From an optimization exercise on the open Yosys and OpenROAD flow, aimed at small area, a short achievable clock period and few clock cycles per item; shortcuts taken in it are not production practice. At most, simulation tests tie the RTL to the original design; equivalence was not proved. Power is estimated from default activity; no workload was simulated.

run 1:
==> module hsd_track, before the edit <==
module hsd_track (
	input  logic               clk,
	input  logic               arst_n,
	input  logic [8:0]         dm1,         
	input  logic [8:0]         dm6,         
	input  logic               proc,
	input  logic [2:0]         code,
	input  logic [31:0]        now,
	input  logic               load_rev,
	input  logic [31:0]        rev_val,
	input  logic               op_pre,
	input  logic               op_div,
	input  logic               op_fix,
	input  logic               op_inc,
	input  logic               op_dec,
	output logic               redo,        
	output logic               primed,
	output logic [2:0]         sector,      
	output logic [31:0]        rev,
	output logic               dir,
	output logic [31:0]        period,
	output logic [31:0]        stamp,
	output logic               seq_ok,
	output logic [31:0]        q,
	output logic [9:0]         rem
);
	logic        primed_q;
	logic [2:0]  code_q;
	logic [2:0]  sector_q;
	logic [31:0] rev_q;
	logic        dir_q;
	logic [31:0] period_q;
	logic [31:0] stamp_q;
	logic        seq_q;
	logic [31:0] q_q;
	logic [9:0]  rem_q;
	logic [2:0]  ns;
	logic        ns_none;
	logic        os_none;
	logic        changed;
	logic        fwd;
	logic        bwd;
	logic        wrap_up;
	logic        wrap_dn;
	logic        step;
	logic        adopt;
	logic [31:0] rev_up;
	logic [31:0] rev_dn;
	assign rev_up = rev_q + 32'd1;
	assign rev_dn = rev_q - 32'd1;
	always_comb begin
		ns      = hsd_pkg::sector_of(code);
		ns_none = ns == 3'd7;
		os_none = sector_q == 3'd7;
		changed = code != code_q;
		unique case (sector_q)
			3'd0:    begin fwd = ns == 3'd1; bwd = ns == 3'd5; end
			3'd1:    begin fwd = ns == 3'd2; bwd = ns == 3'd0; end
			3'd2:    begin fwd = ns == 3'd3; bwd = ns == 3'd1; end
			3'd3:    begin fwd = ns == 3'd4; bwd = ns == 3'd2; end
			3'd4:    begin fwd = ns == 3'd5; bwd = ns == 3'd3; end
			3'd5:    begin fwd = ns == 3'd0; bwd = ns == 3'd4; end
			default: begin fwd = 1'b0;       bwd = 1'b0;       end
		endcase
		wrap_up = sector_q == 3'd5 && ns == 3'd0;
		wrap_dn = sector_q == 3'd0 && ns == 3'd5;
		step    = fwd || bwd;
		adopt   = os_none && !ns_none;
		redo    = primed_q && (adopt
			|| (wrap_up && !rev_q[31] && rev_up[31])
			|| (wrap_dn && rev_q[31] && !rev_dn[31]));
	end
	logic [31:0] age;
	logic [34:0] cs_x;
	logic [34:0] cs_y;
	logic [34:0] cs_z;
	logic [34:0] cs_s;
	logic [34:0] cs_c;
	logic [34:0] cs_sum;
	logic        t_ge;
	logic        stale;
	hsd_add #(.W(32)) u_age (.a(now), .b(~stamp_q), .cin(1'b1), .sum(age), .cout(t_ge));
	hsd_add #(.W(35)) u_stale (.a(cs_s), .b(cs_c), .cin(1'b0), .sum(cs_sum), .cout());
	always_comb begin
		cs_x   = {3'b000, now};
		cs_y   = {3'b000, ~stamp_q};
		cs_z   = {2'b00, ~period_q, 1'b1};
		cs_s   = cs_x ^ cs_y ^ cs_z;
		cs_c   = {1'b0, (cs_x[32:0] & cs_y[32:0]) | (cs_x[32:0] & cs_z[32:0]) | (cs_y[32:0] & cs_z[32:0]), 1'b1};
		stale  = period_q != '0 && (cs_sum[34] || (cs_sum[33] && (!t_ge || cs_sum[32])));
	end
	logic [31:0] q_up;
	logic [31:0] q_dn;
	logic [9:0]  rem_p1;
	logic [9:0]  rem_m1;
	logic [9:0]  neg_dm1;
	logic        rem_z;
	logic        d_ge;
	logic [9:0]  d_rem;
	logic [31:0] q_i;
	logic [9:0]  rem_i;
	logic [31:0] q_d;
	logic [9:0]  rem_d;
	logic [31:0] q_o;
	logic [9:0]  rem_o;
	logic        smp_inc;
	logic        smp_dec;
	assign neg_dm1 = {~{1'b0, dm1[8:1]}, 1'b1};    
	hsd_div u_div (
		.dm1    (dm1),
		.dm6    (dm6),
		.rem    (rem_q),
		.bit_in (q_q[30]),
		.fix    (op_fix),
		.ge     (d_ge),
		.rem_nx (d_rem)
	);
	always_comb begin
		q_up   = q_q + 32'd1;
		q_dn   = q_q - 32'd1;
		rem_p1 = rem_q + 10'd1;
		rem_m1 = rem_q - 10'd1;
		rem_z  = rem_q == '0;
		if (rem_q == {1'b0, dm1}) begin
			q_i   = q_up;
			rem_i = '0;
		end else if (rem_z && q_q[31]) begin
			q_i   = q_up;
			rem_i = neg_dm1;
		end else begin
			q_i   = q_q;
			rem_i = rem_p1;
		end
		if (rem_z && !q_q[31] && q_q != '0) begin
			q_d   = q_dn;
			rem_d = {1'b0, dm1};
		end else if (rem_q == neg_dm1) begin
			q_d   = q_dn;
			rem_d = '0;
		end else begin
			q_d   = q_q;
			rem_d = rem_m1;
		end
		q_o   = q_q;
		rem_o = rem_q;
		if (op_pre) begin
			q_o   = rev_q;
			rem_o = rev_q[31] ? {1'b0, dm6} : '0;
		end else if (op_div) begin
			q_o   = {q_q[31], q_q[29:0], d_ge};
			rem_o = d_rem;
		end else if (op_fix) begin
			if (q_q[31] && !rem_z) begin
				q_o   = q_up;
				rem_o = d_rem;
			end
		end else if (op_inc) begin
			q_o   = q_i;
			rem_o = rem_i;
		end else if (op_dec) begin
			q_o   = q_d;
			rem_o = rem_d;
		end else if (proc && !primed_q) begin
			q_o   = '0;
			rem_o = ns_none ? 10'h3FF : {7'd0, ns};
		end
		smp_inc = proc && primed_q && fwd;
		smp_dec = proc && primed_q && bwd;
	end
	always_ff @(posedge clk) begin
		if (smp_inc) begin
			q_q   <= q_i;
			rem_q <= rem_i;
		end else if (smp_dec) begin
			q_q   <= q_d;
			rem_q <= rem_d;
		end else begin
			q_q   <= q_o;
			rem_q <= rem_o;
		end
	end
	always_ff @(posedge clk or negedge arst_n) begin
		if (!arst_n) begin
			primed_q <= 1'b0;
			sector_q <= 3'd7;
			dir_q    <= 1'b0;
		end else if (proc) begin
			if (!primed_q) begin
				primed_q <= 1'b1;
				sector_q <= ns;
			end else if (step || adopt) begin
				sector_q <= ns;
				if (step)
					dir_q <= bwd;
			end
		end
	end
	always_ff @(posedge clk) begin
		if (load_rev)
			rev_q <= rev_val;
		else if (proc) begin
			if (!primed_q) begin
				rev_q    <= '0;
				period_q <= '0;
				stamp_q  <= now;
			end else if (step) begin
				if (wrap_up)
					rev_q <= rev_up;
				if (wrap_dn)
					rev_q <= rev_dn;
				period_q <= (bwd == dir_q) ? age : '0;
				stamp_q  <= now;
			end else if (stale) begin
				period_q <= '0;
			end
		end
	end
	always_ff @(posedge clk) begin
		if (proc) begin
			code_q <= code;
			if (!primed_q)
				seq_q <= !ns_none;
			else if (changed && !step)
				seq_q <= 1'b0;
		end
	end
	assign primed = primed_q;
	assign sector = sector_q;
	assign rev    = rev_q;
	assign dir    = dir_q;
	assign period = period_q;
	assign stamp  = stamp_q;
	assign seq_ok = seq_q;
	assign q      = q_q;
	assign rem    = rem_q;
endmodule
export LEC_CHECK = 0
export CAP_MARGIN = 20
export CORE_MARGIN = 2
export CORE_UTILIZATION = 40
export PLACE_DENSITY = 0.6
export SETUP_SLACK_MARGIN = 2.5
export SLEW_MARGIN = 20
create_clock -name core_clock -period 6.0 [get_ports {clk}]
standard.sh (not shown) runs the stock make flow with config.mk's settings and CLKGATE_MAP_FILE= SYNTH_SCRIPT=/design/flow/synth_recipe.tcl, a recipe that flattens the netlist after the stock synthesis.
==> flow/flow/run.sh <==
#!/bin/bash
# Layout flow: the standard synthesis, then its combinational logic remapped by ABC
# for delay (registers, their names and cell types untouched), then the standard
# layout from that netlist. Each tool's output goes to a log file here.
set -euo pipefail
R=orfs/results/${FLOW_PLATFORM}/hall_sensor_sector_decoder_top/base
YOSYS=${FLOW_HOME}/../tools/install/yosys/bin/yosys
LIB=${FLOW_HOME}/platforms/sky130hd/lib/sky130_fd_sc_hd__tt_025C_1v80.lib

bash standard.sh synth > synth.log 2>&1
cp $R/1_2_yosys.v standard_1_2_yosys.v

sed -e "s#@LIB@#$LIB#g" -e "s#@IN@#standard_1_2_yosys.v#g" -e "s#@OUT@#remapped.v#g" \
	-e "s#@SCRIPT@#$PWD/flow/delay.abc#g" -e "s#@TOP@#${FLOW_TOP}#g" flow/remap.ys > remap_run.ys
$YOSYS -l remap.log -q remap_run.ys > /dev/null 2>&1

cp remapped.v $R/1_2_yosys.v
rm -f $R/1_synth.odb $R/1_synth.sdc
bash standard.sh > layout.log 2>&1
Other scripts of this flow, unchanged in this note and not shown: flow/flow/delay.abc, flow/flow/remap.ys
No stage failed in run 1, and the final checks on the layout all came back clean.
Testbench counts of run 1, summed over its fixed seeds: cycles 17,205, items 16,000.
--- input diff run 1..run 2 ---
--- a/flow/design.v
+++ b/flow/design.v
@@ -116,14 +116,10 @@
 	logic        bwd;
 	logic        wrap_up;
 	logic        wrap_dn;
 	logic        step;
 	logic        adopt;
-	logic [31:0] rev_up;
-	logic [31:0] rev_dn;
-	assign rev_up = rev_q + 32'd1;
-	assign rev_dn = rev_q - 32'd1;
 	always_comb begin
 		ns      = hsd_pkg::sector_of(code);
 		ns_none = ns == 3'd7;
 		os_none = sector_q == 3'd7;
 		changed = code != code_q;
@@ -139,12 +135,12 @@
 		wrap_up = sector_q == 3'd5 && ns == 3'd0;
 		wrap_dn = sector_q == 3'd0 && ns == 3'd5;
 		step    = fwd || bwd;
 		adopt   = os_none && !ns_none;
 		redo    = primed_q && (adopt
-			|| (wrap_up && !rev_q[31] && rev_up[31])
-			|| (wrap_dn && rev_q[31] && !rev_dn[31]));
+			|| (wrap_up && rev_q == 32'h7FFF_FFFF)
+			|| (wrap_dn && rev_q == 32'h8000_0000));
 	end
 	logic [31:0] age;
 	logic [34:0] cs_x;
 	logic [34:0] cs_y;
 	logic [34:0] cs_z;
@@ -277,13 +273,13 @@
 				rev_q    <= '0;
 				period_q <= '0;
 				stamp_q  <= now;
 			end else if (step) begin
 				if (wrap_up)
-					rev_q <= rev_up;
+					rev_q <= rev_q + 32'd1;
 				if (wrap_dn)
-					rev_q <= rev_dn;
+					rev_q <= rev_q - 32'd1;
 				period_q <= (bwd == dir_q) ? age : '0;
 				stamp_q  <= now;
 			end else if (stale) begin
 				period_q <= '0;
 			end
Results
Summary of the comparison: initial antenna violation count is higher in run 2, relative to run 1.
On cell depth of the worst setup path: between run 1 and run 2, it ends up lower for run 1.
On portion of total power attributed to sequential cells, the lower figure sits with run 1, not run 2.
[run 2] wire length of the first global-routing pass rose 3800 um relative to run 1
Run 1 has lower routed wire length than run 2.
For run 2, only the layout was checked, not whether the RTL still works.

port drivers added, routing unchanged:
In the flow no input, the clock included, has a driving cell. The finished layouts below were timed again as built, in two steps. Step 1, drivers: a clkbuf_16 drives clk and a buf_2 each remaining input, both assumed. Step 2 adds t to the input delays and takes it off the output delays; t is the mean of the earliest and latest rising clock arrival at the registers after step 1. Input paths then give back, and output paths get back, about the clock's delay inside the block. a / b / c = ideal ports / drivers / drivers and shift; a / b = the first two.
run | t, ns | setup slack, ns | hold WS [ns] | latest minus earliest clock arrival (ns) | slew at the worst register clock pin (ns)
run 1 | 0.637 | 2.550 / 2.530 / 2.021 | 0.449 / 0.449 / 0.449 | 0.032 / 0.033 | 0.07 / 0.07
run 2 | 0.647 | 2.525 / 2.525 / 2.139 | 0.448 / 0.448 / 0.448 | 0.057 / 0.057 | 0.06 / 0.06
After both steps setup and hold are still met in every run listed. For run 1, which loses most, drivers alone change the setup slack by -0.020 ns; drivers and shift together by -0.529 ns.
